This is an optimization exercise on Yosys and OpenROAD, whose aim is small area, not a production implementation. Only simulation tests tie the RTL to the original design; equivalence was not proved. Power is estimated from default activity; no workload was simulated.

==> try-zinc: inputs <==
==> flow/design.v <==
module rf_multiport #(
  parameter int unsigned DW      = 32,
  parameter int unsigned AW      = 5,
  parameter bit          ZERO_R0 = 1'b1,
  parameter logic [31:0] DBG_OFS = 32'h20
) (
  input  logic          clk,
  input  logic          rst,
  input  logic [AW-1:0] ra1,
  input  logic [AW-1:0] ra2,
  output logic [DW-1:0] rd1,
  output logic [DW-1:0] rd2,
  input  logic [AW-1:0] wa,
  input  logic [DW-1:0] wd,
  input  logic          we,
  input  logic          clr,
  output logic          busy,
  input  logic [AW-1:0] dbg_sel,
  output logic [DW-1:0] dbg_q
);
  localparam int unsigned Depth = 2 ** AW;    
  logic [AW:0] cnt_q;
  assign busy = cnt_q[AW];
  always_ff @(posedge clk) begin
    if (rst)       cnt_q <= '0;
    else if (busy) cnt_q <= cnt_q + 1'b1;
    else if (clr)  cnt_q <= {1'b1, {AW{1'b0}}};
  end
  logic          wr_en;
  logic [AW-1:0] waddr;
  logic          wgo;
  logic [DW-1:0] wdata;
  assign wr_en = we && !busy && !rst && (wa != '0);
  assign waddr = busy ? cnt_q[AW-1:0] : wa;
  assign wgo   = busy || (we && (wa != '0));
  assign wdata = (busy || rst) ? '0 : wd;
  logic [Depth-1:0] wsel;    
  logic [Depth-1:0] ld;      
  logic [Depth-1:0] ld_n;
  logic [DW-1:0]    mem_q [Depth];
  assign mem_q[0] = '0;
  assign wsel[0]  = 1'b0;
  assign ld[0]    = 1'b0;
  assign ld_n[0]  = 1'b1;
  for (genvar i = 1; i < Depth; i++) begin : g_ent
    assign wsel[i] = wr_en && (wa == AW'(i));
    assign ld[i]   = rst || (wgo && (waddr == AW'(i)));
    assign ld_n[i] = !ld[i];
    logic [DW-1:0] q, d;
    for (genvar b = 0; b < DW; b++) begin : g_bit
      rf_ao22 u_ld (.a1(ld[i]), .a2(wdata[b]), .b1(ld_n[i]), .b2(q[b]), .y(d[b]));
    end
    always_ff @(posedge clk) q <= d;
    assign mem_q[i] = q;
  end
  logic [Depth-1:0] s1, s2, sd;
  logic             b1, b2;
  for (genvar i = 0; i < Depth; i++) begin : g_sel
    assign s1[i] = (ra1 == AW'(i)) && !wsel[i];
    assign s2[i] = (ra2 == AW'(i)) && !wsel[i];
    assign sd[i] = (dbg_sel == AW'(i));
  end
  assign b1 = wr_en && (ra1 == wa);
  assign b2 = wr_en && (ra2 == wa);
  logic [DW-1:0] dr;
  for (genvar b = 0; b < DW; b++) begin : g_rd
    logic [Depth-1:0] m;
    for (genvar i = 0; i < Depth; i++) begin : g_m
      assign m[i] = mem_q[i][b];
    end
    rf_sel32 u_rd1 (.s(s1[Depth-1:1]), .m(m[Depth-1:1]), .sx(b1),   .mx(wd[b]), .y(rd1[b]));
    rf_sel32 u_rd2 (.s(s2[Depth-1:1]), .m(m[Depth-1:1]), .sx(b2),   .mx(wd[b]), .y(rd2[b]));
    rf_sel31 u_dbg (.s(sd[Depth-1:1]), .m(m[Depth-1:1]),                        .y(dr[b]));
  end
  assign dbg_q = dr + DW'(DBG_OFS);
endmodule
module rf_sel32 (
  input  logic [30:0] s,
  input  logic [30:0] m,
  input  logic        sx,
  input  logic        mx,
  output logic        y
);
  logic [11:0] g;
  for (genvar j = 0; j < 10; j++) begin : g_a
    rf_aoi222 u (.a1(s[3*j]), .a2(m[3*j]), .b1(s[3*j+1]), .b2(m[3*j+1]),
                 .c1(s[3*j+2]), .c2(m[3*j+2]), .y(g[j]));
  end
  rf_nand2 u_l (.a(s[30]), .b(m[30]), .y(g[10]));
  rf_nand2 u_x (.a(sx), .b(mx), .y(g[11]));
  rf_or12n u_o (.g(g), .y(y));
endmodule
module rf_sel31 (
  input  logic [30:0] s,
  input  logic [30:0] m,
  output logic        y
);
  logic [10:0] g;
  for (genvar j = 0; j < 10; j++) begin : g_a
    rf_aoi222 u (.a1(s[3*j]), .a2(m[3*j]), .b1(s[3*j+1]), .b2(m[3*j+1]),
                 .c1(s[3*j+2]), .c2(m[3*j+2]), .y(g[j]));
  end
  rf_nand2 u_l (.a(s[30]), .b(m[30]), .y(g[10]));
  rf_or11n u_o (.g(g), .y(y));
endmodule
module rf_or12n (
  input  logic [11:0] g,
  output logic        y
);
  logic [2:0] h;
  rf_nand4 u_0 (.a(g[0]), .b(g[1]), .c(g[2]),  .d(g[3]),  .y(h[0]));
  rf_nand4 u_1 (.a(g[4]), .b(g[5]), .c(g[6]),  .d(g[7]),  .y(h[1]));
  rf_nand4 u_2 (.a(g[8]), .b(g[9]), .c(g[10]), .d(g[11]), .y(h[2]));
  rf_or3   u_3 (.a(h[0]), .b(h[1]), .c(h[2]), .y(y));
endmodule
module rf_or11n (
  input  logic [10:0] g,
  output logic        y
);
  logic [2:0] h;
  rf_nand4 u_0 (.a(g[0]), .b(g[1]), .c(g[2]), .d(g[3]), .y(h[0]));
  rf_nand4 u_1 (.a(g[4]), .b(g[5]), .c(g[6]), .d(g[7]), .y(h[1]));
  rf_nand3 u_2 (.a(g[8]), .b(g[9]), .c(g[10]), .y(h[2]));
  rf_or3   u_3 (.a(h[0]), .b(h[1]), .c(h[2]), .y(y));
endmodule
module rf_ao22 (input logic a1, a2, b1, b2, output logic y);
  assign y = (a1 & a2) | (b1 & b2);
endmodule
module rf_aoi222 (input logic a1, a2, b1, b2, c1, c2, output logic y);
  assign y = !((a1 & a2) | (b1 & b2) | (c1 & c2));
endmodule
module rf_nand2 (input logic a, b, output logic y);
  assign y = !(a & b);
endmodule
module rf_nand3 (input logic a, b, c, output logic y);
  assign y = !(a & b & c);
endmodule
module rf_nand4 (input logic a, b, c, d, output logic y);
  assign y = !(a & b & c & d);
endmodule
module rf_or3 (input logic a, b, c, output logic y);
  assign y = a | b | c;
endmodule
==> flow/run.sh <==
#!/bin/bash
# synth_recipe.tcl (not shown) runs the flow's synth.tcl, then flattens the netlist and writes it again
# the make line also repeats each setting of config.mk as NAME=value (left out here)
make -C /OpenROAD-flow-scripts/flow DESIGN_CONFIG=/design/flow/config.mk WORK_HOME=/design/flow/orfs CLKGATE_MAP_FILE= SYNTH_SCRIPT=/design/flow/synth_recipe.tcl finish
==> flow/config.mk <==
export PLATFORM = sky130hd
export DESIGN_NAME = rf_multiport
export DESIGN_NICKNAME = rf_multiport
export VERILOG_FILES = /design/flow/design.v
export SDC_FILE = /design/flow/constraint.sdc
export NUM_CORES = 4
export LEC_CHECK = 0
export CAP_MARGIN = 20
export CORE_MARGIN = 2
export CORE_UTILIZATION = 40
export SLEW_MARGIN = 20
export SYNTH_HIERARCHICAL = 1
==> flow/constraint.sdc <==
create_clock -name core_clock -period 10.0 [get_ports {clk}]
set_input_delay 2.0000 -clock core_clock [delete_from_list [all_inputs] [get_ports {clk}]]
set_output_delay 2.0000 -clock core_clock [all_outputs]
set_load 0.01 [all_outputs]
==> try-cedar: changes against try-zinc <==
--- a/flow/design.v
+++ b/flow/design.v
@@ -28,25 +28,28 @@
   end
-  logic          wr_en;
-  logic [AW-1:0] waddr;
-  logic          wgo;
-  logic [DW-1:0] wdata;
-  assign wr_en = we && !busy && !rst && (wa != '0);
-  assign waddr = busy ? cnt_q[AW-1:0] : wa;
-  assign wgo   = busy || (we && (wa != '0));
-  assign wdata = (busy || rst) ? '0 : wd;
-  logic [Depth-1:0] wsel;    
-  logic [Depth-1:0] ld;      
+  logic             wr_en;
+  logic [3:0]       wpa;      
+  logic [7:0]       wpb;      
+  logic [Depth-1:0] wsel;     
+  logic [Depth-1:0] wsel_n;
+  logic [Depth-1:0] zsel_n;   
   logic [Depth-1:0] ld_n;
   logic [DW-1:0]    mem_q [Depth];
+  assign wr_en = we && !busy && !rst;
+  for (genvar j = 0; j < 4; j++) begin : g_wpa
+    assign wpa[j] = (wa[1:0] == 2'(j));
+  end
+  for (genvar j = 0; j < 8; j++) begin : g_wpb
+    assign wpb[j] = wr_en && (wa[4:2] == 3'(j));
+  end
   assign mem_q[0] = '0;
   assign wsel[0]  = 1'b0;
-  assign ld[0]    = 1'b0;
-  assign ld_n[0]  = 1'b1;
+  assign wsel_n[0] = 1'b1;
   for (genvar i = 1; i < Depth; i++) begin : g_ent
-    assign wsel[i] = wr_en && (wa == AW'(i));
-    assign ld[i]   = rst || (wgo && (waddr == AW'(i)));
-    assign ld_n[i] = !ld[i];
+    assign wsel_n[i] = !(wpa[i%4] && wpb[i/4]);
+    assign zsel_n[i] = !(rst || (busy && (cnt_q[AW-1:0] == AW'(i))));
+    rf_and2 u_ld  (.a(wpa[i%4]),  .b(wpb[i/4]),  .y(wsel[i]));
+    rf_and2 u_ldn (.a(wsel_n[i]), .b(zsel_n[i]), .y(ld_n[i]));
     logic [DW-1:0] q, d;
     for (genvar b = 0; b < DW; b++) begin : g_bit
-      rf_ao22 u_ld (.a1(ld[i]), .a2(wdata[b]), .b1(ld_n[i]), .b2(q[b]), .y(d[b]));
+      rf_ao22 u_ld (.a1(wsel[i]), .a2(wd[b]), .b1(ld_n[i]), .b2(q[b]), .y(d[b]));
     end
@@ -55,11 +58,28 @@
   end
+  logic [3:0]       pa1, pa2, pad;
+  logic [7:0]       pb1, pb2, pbd;
   logic [Depth-1:0] s1, s2, sd;
   logic             b1, b2;
-  for (genvar i = 0; i < Depth; i++) begin : g_sel
-    assign s1[i] = (ra1 == AW'(i)) && !wsel[i];
-    assign s2[i] = (ra2 == AW'(i)) && !wsel[i];
-    assign sd[i] = (dbg_sel == AW'(i));
+  for (genvar j = 0; j < 4; j++) begin : g_pa
+    assign pa1[j] = (ra1[1:0] == 2'(j));
+    assign pa2[j] = (ra2[1:0] == 2'(j));
+    assign pad[j] = (dbg_sel[1:0] == 2'(j));
   end
-  assign b1 = wr_en && (ra1 == wa);
-  assign b2 = wr_en && (ra2 == wa);
+  for (genvar j = 0; j < 8; j++) begin : g_pb
+    assign pb1[j] = (ra1[4:2] == 3'(j));
+    assign pb2[j] = (ra2[4:2] == 3'(j));
+    assign pbd[j] = (dbg_sel[4:2] == 3'(j));
+  end
+  for (genvar i = 1; i < Depth; i++) begin : g_sel
+    rf_and3 u_s1 (.a(pa1[i%4]), .b(pb1[i/4]), .c(wsel_n[i]), .y(s1[i]));
+    rf_and3 u_s2 (.a(pa2[i%4]), .b(pb2[i/4]), .c(wsel_n[i]), .y(s2[i]));
+    rf_and2 u_sd (.a(pad[i%4]), .b(pbd[i/4]),                .y(sd[i]));
+  end
+  assign s1[0] = 1'b0;
+  assign s2[0] = 1'b0;
+  assign sd[0] = 1'b0;
+  logic wr_nz;
+  assign wr_nz = wr_en && (wa != '0);
+  rf_and2 u_b1 (.a(wr_nz), .b(ra1 == wa), .y(b1));
+  rf_and2 u_b2 (.a(wr_nz), .b(ra2 == wa), .y(b2));
   logic [DW-1:0] dr;
@@ -131,2 +151,8 @@
 endmodule
+module rf_and2 (input logic a, b, output logic y);
+  assign y = a & b;
+endmodule
+module rf_and3 (input logic a, b, c, output logic y);
+  assign y = a & b & c;
+endmodule
 module rf_nand2 (input logic a, b, output logic y);
==> flow/flow/run.sh (new file) <==
#!/bin/bash
# The standard layout (standard synthesis included), with two changes:
# - the port buffers are the smallest buffer rather than the flow's default pick;
# - the clock tree uses small clock buffers in small sink clusters, without dummy loads.
# make's full output goes to flow_make.log here; each ORFS step logs under orfs/logs/.
set -euo pipefail
cd "$(dirname "$0")/.."
bash standard.sh \
  "BUFFER_PORTS_ARGS=-buffer_cell sky130_fd_sc_hd__buf_1" \
  "CTS_ARGS=-sink_clustering_enable -repair_clock_nets -dont_use_dummy_load -buf_list sky130_fd_sc_hd__clkbuf_4 -sink_clustering_size 10 -sink_clustering_max_diameter 35" \
  finish > flow_make.log 2>&1
==> flow/standard.sh (new file) <==
#!/bin/bash
# synth_recipe.tcl (not shown) runs the flow's synth.tcl, then flattens the netlist and writes it again
# the make line also repeats each setting of config.mk as NAME=value (left out here)
make -C /OpenROAD-flow-scripts/flow DESIGN_CONFIG=/design/flow/config.mk WORK_HOME=/design/flow/orfs CLKGATE_MAP_FILE= SYNTH_SCRIPT=/design/flow/synth_recipe.tcl "${@:-finish}"
CELL_PAD_IN_SITES_DETAIL_PLACEMENT = 1   (was unset)
CELL_PAD_IN_SITES_GLOBAL_PLACEMENT = 1   (was unset)
CORE_UTILIZATION = 55   (was 40)
PLACE_DENSITY = 0.72   (was unset)
removed: flow/run.sh
==> try-lagoon: changes against try-zinc <==
==> flow/design.v (replaced) <==
module rf_multiport #(
  parameter int unsigned DW      = 32,
  parameter int unsigned AW      = 5,
  parameter bit          ZERO_R0 = 1'b1,
  parameter logic [31:0] DBG_OFS = 32'h20
) (
  input  logic          clk,
  input  logic          rst,
  input  logic [AW-1:0] ra1,
  input  logic [AW-1:0] ra2,
  output logic [DW-1:0] rd1,
  output logic [DW-1:0] rd2,
  input  logic [AW-1:0] wa,
  input  logic [DW-1:0] wd,
  input  logic          we,
  input  logic          clr,
  output logic          busy,
  input  logic [AW-1:0] dbg_sel,
  output logic [DW-1:0] dbg_q
);
  localparam int unsigned Depth = 2 ** AW;
  typedef enum logic {StIdle, StClear} state_e;
  state_e        state_q, state_d;
  logic [AW-1:0] cnt_q, cnt_d;
  logic [DW-1:0] mem_q [Depth];
  logic          wr_en;
  assign busy  = (state_q == StClear);
  assign wr_en = we && !busy && !rst && !(ZERO_R0 && (wa == '0));
  always_comb begin
    state_d = state_q;
    cnt_d   = cnt_q;
    case (state_q)
      StIdle: begin
        if (clr) begin
          state_d = StClear;
          cnt_d   = '0;
        end
      end
      StClear: begin
        cnt_d = cnt_q + 1'b1;
        if (&cnt_q) state_d = StIdle;
      end
    endcase
  end
  always_ff @(posedge clk) begin
    if (rst) begin
      state_q <= StIdle;
      cnt_q   <= '0;
      for (int unsigned i = 0; i < Depth; i++) mem_q[i] <= '0;
    end else begin
      state_q <= state_d;
      cnt_q   <= cnt_d;
      if (busy) begin
        mem_q[cnt_q] <= '0;
      end else if (wr_en) begin
        mem_q[wa] <= wd;
      end
    end
  end
  always_comb begin
    rd1 = mem_q[ra1];
    if (ZERO_R0 && (ra1 == '0)) begin
      rd1 = '0;
    end else if (wr_en && (ra1 == wa)) begin
      rd1 = wd;
    end
  end
  always_comb begin
    rd2 = mem_q[ra2];
    if (ZERO_R0 && (ra2 == '0)) begin
      rd2 = '0;
    end else if (wr_en && (ra2 == wa)) begin
      rd2 = wd;
    end
  end
  assign dbg_q = mem_q[dbg_sel] + DW'(DBG_OFS);
endmodule
SYNTH_HIERARCHICAL = unset   (was 1)
==> qor summary <==
item	try-lagoon	try-cedar	try-zinc
Multiplexer area fraction after synthesis	32.99%	0.02282%	0.02279%
Worst r2r src	state_q	cnt_q[5]	cnt_q[5]
Post-synthesis share of cell area spent on xor and xnor gates	0.4785%	0.6989%	0.6979%
Highest ir drop seen on vdd	0.1378 mV	0.1046 mV	0.1348 mV
Total power consumption of the routed design	10910 uW	6700 uW	10280 uW
Total CTS buffers	112	163	108
Count of standard-cell rows	144	103	121
Initial standard-cell utilization of the core	40.35%	55.52%	40.35%
Max Freq	0.1121 GHz	0.1168 GHz	0.1063 GHz
Comb_multi_in	2964	2895	2906
Area fraction in compound gates after synthesis	3.902%	42.18%	42.68%
Run status	no timing/DRC/antenna violations	no timing/DRC/antenna violations	no timing/DRC/antenna violations
Multi-input gate share of total cell area	42.82%	50.25%	46.30%
Cell with the biggest individual delay on the critical path	sky130_fd_sc_hd__nor2_4	sky130_fd_sc_hd__nor4_2	sky130_fd_sc_hd__clkdlybuf4s50_1
Total cell area at the placement stage	65570 um^2	46380 um^2	49390 um^2
Post-synth top area cell	sky130_fd_sc_hd__edfxtp_1	sky130_fd_sc_hd__dfxtp_1	sky130_fd_sc_hd__dfxtp_1
Number of nets in the final layout	4436	4352	4427
Clock slew at the register clock pins of the worst setup and hold paths	0.06 ns	0.05 ns	0.06 ns
Crit path max fanout	21	23	20
Number of clock buffers in the layout	140	163	155

[re-timing with driven ports]
How much do the figures lean on ideal ports? The routed layouts below were timed once more, with nothing changed but the port constraints.
Step 1: set_driving_cell puts a clkbuf_16 on clk and a buf_2 on each other input, an assumption about the parent block.
Step 2 also shifts input and output timing later by t, the mid clock arrival at the registers, as if the neighbouring blocks saw the same clock.
Three values: ideal, step 1, step 2; two values: the first two.
| run | shift t [ns] | setup slack, ns | worst data-port slew with drivers (ns) |
|---|---|---|---|
| try-zinc | 0.803 | 0.589 / 0.486 / 0.486 | 0.15 |
| try-cedar | 1.175 | 1.437 / 1.363 / 1.363 | 0.16 |
| try-lagoon | 0.808 | 1.082 / 1.061 / 1.061 | 0.16 |
After both steps setup and hold are still met in every run listed. The setup slack of try-zinc, which loses most, moves by -0.103 ns with the drivers and by -0.103 ns with both steps.
